Context: an optimization exercise on an open-source flow, tuned for small area and a short achievable clock period. The choices shown serve that exercise and are no tape-out recipe.
Only simulation tests tie the RTL to the original design; equivalence was not proved.

// anvil_shared_tlb
module anvil_shared_tlb #(
  parameter int unsigned ENTRIES    = 16,
  parameter int unsigned VLEN       = 64,
  parameter int unsigned ASID_WIDTH = 16
) (
  input  logic                  clk_i,
  input  logic                  rst_i,
  input  logic                  flush_i,
  input  logic                  itlb_miss_i,
  input  logic                  dtlb_miss_i,
  input  logic [VLEN-1:0]       itlb_vaddr_i,
  input  logic [VLEN-1:0]       dtlb_vaddr_i,
  input  logic                  dtlb_is_store_i,
  input  logic [ASID_WIDTH-1:0] asid_i,
  output logic                  itlb_ack_o,
  output logic                  dtlb_ack_o,
  output logic                  ptw_access_o,
  output logic                  ptw_hit_o,
  output logic [VLEN-1:0]       ptw_vaddr_o,
  output logic                  ptw_itlb_req_o,
  output logic                  ptw_is_store_o,
  input  logic                  ptw_update_valid_i,
  input  logic [26:0]           ptw_update_vpn_i,
  input  logic [ASID_WIDTH-1:0] ptw_update_asid_i,
  input  logic [1:0]            ptw_update_is_page_i,
  input  logic [63:0]           ptw_update_content_i,
  input  logic                  ptw_error_i,
  output logic                  refill_valid_o,
  output logic                  refill_is_itlb_o,
  output logic [26:0]           refill_vpn_o,
  output logic [ASID_WIDTH-1:0] refill_asid_o,
  output logic [1:0]            refill_is_page_o,
  output logic [63:0]           refill_content_o,
  output logic [31:0]           perf_hit_cnt_o,
  output logic [31:0]           perf_miss_cnt_o
);
Size: about 1900 flip-flops, about 510 I/O pins, roughly 77000 um2 of cells after synthesis.
==> module anvil_shared_tlb, before the edit <==
module anvil_shared_tlb #(
  parameter int unsigned ENTRIES    = 16,
  parameter int unsigned VLEN       = 64,
  parameter int unsigned ASID_WIDTH = 16
) (
  input  logic                  clk_i,
  input  logic                  rst_i,
  input  logic                  flush_i,
  input  logic                  itlb_miss_i,
  input  logic                  dtlb_miss_i,
  input  logic [VLEN-1:0]       itlb_vaddr_i,
  input  logic [VLEN-1:0]       dtlb_vaddr_i,
  input  logic                  dtlb_is_store_i,
  input  logic [ASID_WIDTH-1:0] asid_i,
  output logic                  itlb_ack_o,
  output logic                  dtlb_ack_o,
  output logic                  ptw_access_o,
  output logic                  ptw_hit_o,
  output logic [VLEN-1:0]       ptw_vaddr_o,
  output logic                  ptw_itlb_req_o,
  output logic                  ptw_is_store_o,
  input  logic                  ptw_update_valid_i,
  input  logic [26:0]           ptw_update_vpn_i,
  input  logic [ASID_WIDTH-1:0] ptw_update_asid_i,
  input  logic [1:0]            ptw_update_is_page_i,
  input  logic [63:0]           ptw_update_content_i,
  input  logic                  ptw_error_i,
  output logic                  refill_valid_o,
  output logic                  refill_is_itlb_o,
  output logic [26:0]           refill_vpn_o,
  output logic [ASID_WIDTH-1:0] refill_asid_o,
  output logic [1:0]            refill_is_page_o,
  output logic [63:0]           refill_content_o,
  output logic [31:0]           perf_hit_cnt_o,
  output logic [31:0]           perf_miss_cnt_o
);
  localparam int unsigned IW = $clog2(ENTRIES);
  localparam int unsigned EW = 27 + ASID_WIDTH + 2 + 64;
  logic idle_q, lookup_q, wait_q;
  logic [ENTRIES-1:0]    valid_q;
  logic [26:0]           vpn_q     [ENTRIES];
  logic [ASID_WIDTH-1:0] asid_q    [ENTRIES];
  logic [1:0]            page_q    [ENTRIES];
  logic [63:0]           content_q [ENTRIES];
  logic [IW-1:0]         rr_q;
  logic [VLEN-1:0]       req_vaddr_q;
  logic                  req_itlb_q, req_store_q;
  logic                  ack;
  logic [VLEN-1:0]       sel_vaddr;
  logic [26:0]           lk_vpn;
  logic [ENTRIES-1:0]    match, first, sel_q, inv_first, rr_dec, we;
  logic                  hit_q, all_valid, fill_we;
  assign itlb_ack_o = idle_q && !flush_i && itlb_miss_i;
  assign dtlb_ack_o = idle_q && !flush_i && !itlb_miss_i && dtlb_miss_i;
  assign ack        = idle_q && !flush_i && (itlb_miss_i || dtlb_miss_i);
  assign sel_vaddr  = itlb_miss_i ? itlb_vaddr_i : dtlb_vaddr_i;
  assign lk_vpn     = sel_vaddr[38:12];
  always_comb begin
    for (int i = 0; i < int'(ENTRIES); i++) begin
      logic hi_eq, mid_eq, lo_eq;
      hi_eq  = (vpn_q[i][26:18] == lk_vpn[26:18]);
      mid_eq = (vpn_q[i][17:9]  == lk_vpn[17:9]);
      lo_eq  = (vpn_q[i][8:0]   == lk_vpn[8:0]);
      match[i] = valid_q[i] && (content_q[i][5] || asid_q[i] == asid_i) && hi_eq &&
                 (page_q[i][0] || mid_eq) && (page_q[i][0] || page_q[i][1] || lo_eq);
    end
  end
  always_comb begin
    for (int i = 0; i < int'(ENTRIES); i++) begin
      first[i] = match[i] && !(|(match & ((ENTRIES'(1) << i) - ENTRIES'(1))));
    end
  end
  always_ff @(posedge clk_i or posedge rst_i) begin
    if (rst_i) begin
      sel_q <= '0;
      hit_q <= 1'b0;
    end else begin
      sel_q <= ack ? first : '0;
      hit_q <= ack && (|match);
    end
  end
  logic [EW-1:0] rd;
  always_comb begin
    rd = '0;
    for (int i = 0; i < int'(ENTRIES); i++) begin
      rd = rd | ({EW{sel_q[i]}} & {content_q[i], page_q[i], asid_q[i], 9'd0, vpn_q[i][17:0]});
    end
    rd[26:18] = {9{hit_q}} & req_vaddr_q[38:30];
    rd = rd & {EW{!flush_i}};
  end
  assign ptw_access_o     = lookup_q && !flush_i;
  assign ptw_hit_o        = hit_q && !flush_i;
  assign refill_valid_o   = ptw_hit_o;
  assign refill_is_itlb_o = ptw_hit_o && req_itlb_q;
  assign refill_vpn_o     = rd[26:0];
  assign refill_asid_o    = rd[27 +: ASID_WIDTH];
  assign refill_is_page_o = rd[27 + ASID_WIDTH +: 2];
  assign refill_content_o = rd[27 + ASID_WIDTH + 2 +: 64];
  assign ptw_vaddr_o    = req_vaddr_q;
  assign ptw_itlb_req_o = req_itlb_q;
  assign ptw_is_store_o = req_store_q;
  always_ff @(posedge clk_i or posedge rst_i) begin
    if (rst_i) begin
      idle_q   <= 1'b1;
      lookup_q <= 1'b0;
      wait_q   <= 1'b0;
    end else begin
      idle_q   <= flush_i || (idle_q && !itlb_miss_i && !dtlb_miss_i) || (lookup_q && hit_q) ||
                  (wait_q && (ptw_update_valid_i || ptw_error_i));
      lookup_q <= ack;
      wait_q   <= !flush_i && ((lookup_q && !hit_q) ||
                               (wait_q && !ptw_update_valid_i && !ptw_error_i));
    end
  end
  always_ff @(posedge clk_i or posedge rst_i) begin
    if (rst_i) begin
      req_vaddr_q <= '0;
      req_itlb_q  <= 1'b0;
      req_store_q <= 1'b0;
    end else if (ack) begin
      req_vaddr_q <= sel_vaddr;
      req_itlb_q  <= itlb_miss_i;
      req_store_q <= !itlb_miss_i && dtlb_is_store_i;
    end
  end
  always_comb begin
    logic below_valid;
    below_valid = 1'b1;
    for (int i = 0; i < int'(ENTRIES); i++) begin
      inv_first[i] = !valid_q[i] && below_valid;
      below_valid  = below_valid && valid_q[i];
      rr_dec[i]    = (rr_q == IW'(i));
    end
  end
  assign all_valid = &valid_q;
  assign fill_we   = wait_q && ptw_update_valid_i && !flush_i;
  assign we        = {ENTRIES{wait_q && ptw_update_valid_i}} & (all_valid ? rr_dec : inv_first);
  always_ff @(posedge clk_i or posedge rst_i) begin
    if (rst_i) begin
      valid_q <= '0;
      rr_q    <= '0;
    end else if (flush_i) begin
      valid_q <= '0;
    end else if (fill_we) begin
      valid_q <= valid_q | we;   
      if (all_valid) rr_q <= rr_q + 1'b1;
    end
  end
  always_ff @(posedge clk_i) begin
    for (int i = 0; i < int'(ENTRIES); i++) begin
      if (we[i]) begin
        vpn_q[i]     <= ptw_update_vpn_i;
        asid_q[i]    <= ptw_update_asid_i;
        page_q[i]    <= ptw_update_is_page_i;
        content_q[i] <= ptw_update_content_i;
      end
    end
  end
  logic [31:0] hit_cnt_q, miss_cnt_q;
  always_ff @(posedge clk_i or posedge rst_i) begin
    if (rst_i) begin
      hit_cnt_q  <= '0;
      miss_cnt_q <= '0;
    end else if (ptw_access_o) begin
      if (hit_q && hit_cnt_q != 32'hFFFF_FFFF)   hit_cnt_q  <= hit_cnt_q + 32'd1;
      if (!hit_q && miss_cnt_q != 32'hFFFF_FFFF) miss_cnt_q <= miss_cnt_q + 32'd1;
    end
  end
  assign perf_hit_cnt_o  = hit_cnt_q;
  assign perf_miss_cnt_o = miss_cnt_q;
endmodule
==> flow/config.mk <==
export PLATFORM = sky130hd
export DESIGN_NAME = anvil_shared_tlb
export DESIGN_NICKNAME = anvil_shared_tlb
export VERILOG_FILES = /design/flow/design.v
export SDC_FILE = /design/flow/constraint.sdc
export NUM_CORES = 4
export LEC_CHECK = 0
export CAP_MARGIN = 20
export CORE_MARGIN = 2
export CORE_UTILIZATION = 40
export CTS_BUF_LIST = sky130_fd_sc_hd__clkbuf_16
export CTS_CLUSTER_DIAMETER = 100
export CTS_CLUSTER_SIZE = 25
export SETUP_SLACK_MARGIN = 4.5
export SLEW_MARGIN = 20
==> flow/constraint.sdc <==
create_clock -name core_clock -period 9.0 [get_ports {clk_i}]
set_input_delay 1.8000 -clock core_clock [delete_from_list [all_inputs] [get_ports {clk_i}]]
set_output_delay 1.8000 -clock core_clock [all_outputs]
set_load 0.01 [all_outputs]
standard.sh (not shown) runs the stock make flow with config.mk's settings and CLKGATE_MAP_FILE= SYNTH_SCRIPT=/design/flow/synth_recipe.tcl, a recipe that flattens the netlist after the stock synthesis.
==> flow/flow/run.sh <==
#!/bin/bash
set -euo pipefail
export BUFFER_PORTS_ARGS="-buffer_cell sky130_fd_sc_hd__buf_2"
bash standard.sh > standard_flow.log 2>&1
The baseline passed the timing, DRC and antenna checks.
Rerun with:
--- a/flow/design.v
+++ b/flow/design.v
@@ -133,17 +133,17 @@
     end
   end
   assign all_valid = &valid_q;
   assign fill_we   = wait_q && ptw_update_valid_i && !flush_i;
-  assign we        = {ENTRIES{wait_q && ptw_update_valid_i}} & (all_valid ? rr_dec : inv_first);
+  assign we        = {ENTRIES{fill_we}} & (all_valid ? rr_dec : inv_first);
   always_ff @(posedge clk_i or posedge rst_i) begin
     if (rst_i) begin
       valid_q <= '0;
       rr_q    <= '0;
     end else if (flush_i) begin
       valid_q <= '0;
     end else if (fill_we) begin
-      valid_q <= valid_q | we;   
+      valid_q <= valid_q | we;
       if (all_valid) rr_q <= rr_q + 1'b1;
     end
   end
   always_ff @(posedge clk_i) begin
Effect: Non-clock buffer count grows by 118; cell count grows slightly; count of clock-buffer cells in the layout grows by 2; area after synthesis shrinks slightly; sequential share of layout area shrinks by 0.11 points; die area shrinks slightly; worst hold slack stays flat; core utilization grows by 0.18 points; global-route usage grows by 0.40 points; design area barely changes.

[what the ideal ports hide]
Ports are ideal in the flow. The routed layouts listed here were re-timed in OpenROAD. Step 1 (the two cells are an assumption about what drives the block):
set clk [get_ports {clk_i}]
set_driving_cell -lib_cell sky130_fd_sc_hd__clkbuf_16 $clk
set_driving_cell -lib_cell sky130_fd_sc_hd__buf_2 [delete_from_list [all_inputs] $clk]
Step 2 adds t to the input delays and takes it off the output delays; t is the mean of the earliest and latest rising clock arrival at the registers after step 1. Input paths then give back, and output paths get back, about the clock's delay inside the block. a / b / c = no drivers / after step 1 / after step 2; a / b = the first two.
| run | t (ns) | slack for setup (ns) | worst register clock-pin slew, ns | worst data-port slew with drivers (ns) |
|---|---|---|---|---|
| the first run | 0.855 | 4.408 / 4.145 / 3.484 | 0.11 / 0.11 | 0.39 |
| the second run | 0.879 | 4.433 / 4.184 / 3.465 | 0.11 / 0.11 | 0.47 |
After both steps setup and hold are still met in every run listed. For the second run, which loses most, drivers alone change the setup slack by -0.249 ns; drivers and shift together by -0.968 ns.
